This is an optimization exercise on Yosys and OpenROAD, whose aim is small area, a short achievable clock period and few clock cycles per item, not a production implementation. Function was not checked in any run shown here: the RTL went through the layout flow alone.

==> flow/design.v, too long to show whole: its modules and the start of the top module <==
// module poly_horner_seq: 1843 lines
// module phs_fa: 5 lines
module poly_horner_seq (
    input  logic               clk,
    input  logic               rst,
    input  logic               coeff_we,
    input  logic [3:0]         coeff_addr,
    input  logic signed [15:0] coeff_wdata,
    input  logic signed [15:0] x,
    input  logic               start,
    output logic               busy,
    output logic               done,
    output logic signed [31:0] sum,
    output logic               ovf
);
  // ...
==> flow/run.sh <==
#!/bin/bash
# synth_recipe.tcl (not shown) runs the flow's synth.tcl, then flattens the netlist and writes it again
# the make line also repeats each setting of config.mk as NAME=value (left out here)
make -C /OpenROAD-flow-scripts/flow DESIGN_CONFIG=/design/flow/config.mk WORK_HOME=/design/flow/orfs CLKGATE_MAP_FILE= SYNTH_SCRIPT=/design/flow/synth_recipe.tcl finish
==> flow/config.mk <==
export PLATFORM = sky130hd
export DESIGN_NAME = poly_horner_seq
export DESIGN_NICKNAME = poly_horner_seq
export VERILOG_FILES = /design/flow/design.v
export SDC_FILE = /design/flow/constraint.sdc
export NUM_CORES = 4
export LEC_CHECK = 0
export ABC_AREA = 1
export CAP_MARGIN = 20
export CORE_MARGIN = 2
export CORE_UTILIZATION = 40
export SLEW_MARGIN = 20
export SYNTH_HIERARCHICAL = 1
export SYNTH_MINIMUM_KEEP_SIZE = 0
==> flow/constraint.sdc <==
create_clock -name core_clock -period 9.0 [get_ports {clk}]
set_input_delay 1.8000 -clock core_clock [delete_from_list [all_inputs] [get_ports {clk}]]
set_output_delay 1.8000 -clock core_clock [all_outputs]
set_load 0.01 [all_outputs]
==> results.toml, run 1 <==
[status]
status = "finished clean"

[route]
wl_per_cell_um = 21.9
wl_met2_mm = 32.3
top_layer = "met5"
routed-via-count = 17300

[final_layout]
n_all_buffers = 95
seq_cells = 269
fin_util_pct = 44.0
nClkBuffers = 35
ff_latch_area_um2 = 7700
multi_input_comb_area_um2 = 14000
drive_gt1_share_pct = 5.81

[logic_synthesis]
synth-compound-area-share_pct = 10.9
synthArstFlopShare_pct = 15.2
synth_top_cell_by_area = "edfxtp_1"
ys_warn_count = 7
synth.most_common_cell = "nand2_1"

[worst_hold_path]
hp-start = "r_cval[5]$_DFFE_PP0P_"
whs_path_depth = 2

[setup_path]
reg2reg_from = "r_bonen[0]$_DFFE_PP1P_"
r2r_cells = 21
crit_path_end = "r_ovf$_SDFFE_PP0P_"
cpMostUsedCell = "nand2_1"
cp_num_cells = 21

[clock_tree]
cts_tree = "done"
clk_latency_ns = 0.61

[sta]
final_max_slew_viol_count = 0
max_slew_margin_pct = 26.2

[placed_design]
routabilityCongestion = 0.887
==> run 2, diff against run 1 <==
--- a/flow/config.mk
+++ b/flow/config.mk
@@ -10,4 +10,5 @@
 export CORE_MARGIN = 2
 export CORE_UTILIZATION = 40
+export SETUP_SLACK_MARGIN = 3.7
 export SLEW_MARGIN = 20
 export SYNTH_HIERARCHICAL = 1
==> run 2 against run 1 <==
Net effect:
- first-iteration DRC count fell by 3.6%
- fmax increased by 11%
- worst setup slack better by 0.55 ns
- register-to-register slack better by 0.55 ns
- critical path type unchanged
- highest routed layer unchanged
==> results.toml, run 2 <==
[clock_tree]
cts.clk_slew.worst_paths_ns = 0.07
cts_buffers = 30
cts_max_path_buffers = 3
cts_sinks = 269
root_buffer = "clkbuf_16"
clk_latency_ns = 0.61
htree_levels = 1
cts_tree = "done"
ctsHoldBuffers = 0

[route]
wl_met2_mm = 32.4
routed-via-count = 17700
met1_length_mm = 27.9
wirelength_mm = 68.8
firstDrtPassIters = 5
drc = 0
viasPerCell = 5.65
drt_iter0_drc = 1590
met3_length_mm = 6.16
top_layer = "met5"
drtAntennaViolNets = 0
wl_per_cell_um = 21.9

[sta]
finalSetupTns_ns = 0
rsz0062_at_grt = "yes"
fin_crit_ns = 5.10
finalHoldViolCount = 0
worst_pin_slew_ns = 1.08
fin_hold_ws_ns = 0.463
finalCritPeriodShare_pct = 56.7
final_max_slew_viol_count = 0
max_freq_mhz = 196
finClkSkew_ns = 0.0364
finalSetupViolations = 0
max_slew_margin_pct = 27.8

[global_route]
grt_remaining_overflow = 0
antenna_found_initial = 2
grtUsageTotal_pct = 22.5
grt_max_degree = 90
grt_pass1_vias = 18100
grt_pass1_wl_mm = 105

[floorplan]
die_y_um = 245
coreArea_um2 = 57600
rows = 88
die_area_um2 = 60100
io_pins = 75
fp.dieW_um = 245
start_util_pct = 40.4

[logic_synthesis]
syn_inst = 2360
syn_nets = 2741
ys_seq_elements = 269
synth_edf_count = 208
netlist_top_cells_area = "edfxtp_1, fa_1, xor2_1"
syn_area_um2 = 23300
yosysSeqAreaShare_pct = 33.1
netlist.area_leader.share_pct = 26.9
synth_common_cells = "nand2_1, xor2_1, o22ai_1, fa_1, edfxtp_1"
synth.most_common_cell = "nand2_1"
synth_top_cell_by_area = "edfxtp_1"
avgSynthCellArea_um2 = 9.86
synth_ff_type = "edfxtp_1"
ys_warn_count = 7
synthArstFlopShare_pct = 15.2
ys_types = 55

[final_layout]
fin_util_pct = 45.7
largestRegisters = "r_coeff: 176 flops, r_accn: 32 flops, r_c: 17 flops"
area.growth.synth_to_final_pct = 13.1
regMostFlops = "r_coeff"
drive_gt1_share_pct = 8.48
layout_commonest_cell = "nand2_1"
n_antenna_cell = 0
largest_reg_flops = 176
final_cell_mix = "nand2_1, xor2_1, o22ai_1"
fin_area_um2 = 26300
nets = 2731

[worst_hold_path]
hp-class = "reg2reg"

[placed_design]
hpwl_mm = 44.8
placed_area_um2 = 24300
routabilityCongestion = 0.887
port-buffer-count = 74

[setup_path]
slowest_delay_ns = 0.84
cp_cell_sequence = "buf_16, a21oi_1, xor2_1, fa_1, fa_1, fa_1, fa_1, inv_1, ha_1, xnor2_1, nor3_1, nand3_1, nor2_1, nand3_1, nand3_1, nand2_1, nand2_1, a21oi_1"
worstSetupPathType = "reg2reg"
critPathMaxFanout = 18
path_delay_family = "adder cells"
cp_data_arrival_time_ns = 5.51
reg2reg_setup_slack_ns = 3.90
critPathLaunchType = "register"
end_kind = "register"
crit_buf_inv = 2
required_ns = 9.41
cp_slowest_cell = "dfstp_4"
cpMostUsedCell = "fa_1"

[status]
status = "finished clean"

[flow_run]
maxCapViolCount = 0
-- run 2: cell counts after synthesis --
Identical to the previous run, type by type.
-- run 2: per-module statistics from Yosys (local to each module, per instance) --
module	cells inside	flops+latches
poly_horner_seq	2146	269
phs_fa	1	0
-- run 2: final timing paths --
check                                        from  depth (start not counted)                     to
max                        r_bonen[0]$_DFFE_PP1P_                         18     r_ovf$_SDFFE_PP0P_
min                         r_cval[5]$_DFFE_PP0P_                          2  r_cval[5]$_DFFE_PP0P_
max reg2reg                r_bonen[0]$_DFFE_PP1P_                         18     r_ovf$_SDFFE_PP0P_
min reg2reg                 r_cval[5]$_DFFE_PP0P_                          2  r_cval[5]$_DFFE_PP0P_
max in group asynchronous                     rst                          2  r_bneg[3]$_DFFE_PP0P_
min in group asynchronous                     rst                          2  r_cval[7]$_DFFE_PP0P_
-- run 2: layer usage --
metal | vias to the layer above | track usage, %
met3 | 148 | 5.20
met2 | 789 | 37.2
met1 | 8844 | 29.3
li1 | 7929 | -
met5 | - | 0
met4 | 4 | 7.23
-- run 2: cell type report --
class                           count  area (um2)
Clock buffer                       35         801
Clock inverter                     18         208
Fill cell                        5394       31300
Inverter                          205         781
Multi-Input combinational cell   1684       14000
Sequential cell                   269        7770
Tap cell                          765         957
Timing Repair Buffer              160        1780
-- run 2: through the flow --
stage          std cells  setup slack [ns]
6_report            3136              3.90
5_1_grt             3136              3.67
4_1_cts             3071              3.66
3_5_place_dp        3018              3.52
3_3_place_gp        3018              3.57
2_1_floorplan       2360              4.16
-- run 2: what timing repair did --
item	CTS	global route
gates resized for setup	8	13
buffers inserted	0	65
setup endpoints to repair	9	13
-- run 2: worst register-to-register path: cells and delay by family (launching register included) --
family                     cells  cell delay, ns
AOI/OAI and AO/OA              2            0.15
xor gates and xnor gates       2            0.52
adders and majority gates      5            2.20
buffers and inverters          2            0.28
DFF                            1            0.84
and+or+nand+nor                7            0.92
-- run 2: kinds of logic after synthesis --
group           after synthesis  synth area share, %
compound gates              417                 10.9
xor+xnor                    308                 11.6
fa+ha+maj                   341                 25.8
buf+inv                     407                 6.95
flops                       269                 33.1
simple gates                618                 11.6

## static timing again, ports no longer ideal
In the flow no input, the clock included, has a driving cell. The finished layouts below were timed again as built, in two steps. Step 1: set_driving_cell puts a clkbuf_16 on clk and a buf_2 on each other input, an assumption about the parent block. Step 2 adds t to the input delays and takes it off the output delays; t is the mean of the earliest and latest rising clock arrival at the registers after step 1. Input paths then give back, and output paths get back, about the clock's delay inside the block. a / b / c = ideal / step 1 / step 2; a / b = the first two.
run	shift t [ns]	setup WS [ns]	worst slew at a driven data input, ns
run 1	0.647	3.348 / 3.348 / 3.348	0.11
run 2	0.641	3.899 / 3.899 / 3.688	0.11
After both steps setup and hold are still met in every run listed. For run 2, which loses most, drivers alone change the setup slack by 0.000 ns; drivers and shift together by -0.211 ns.
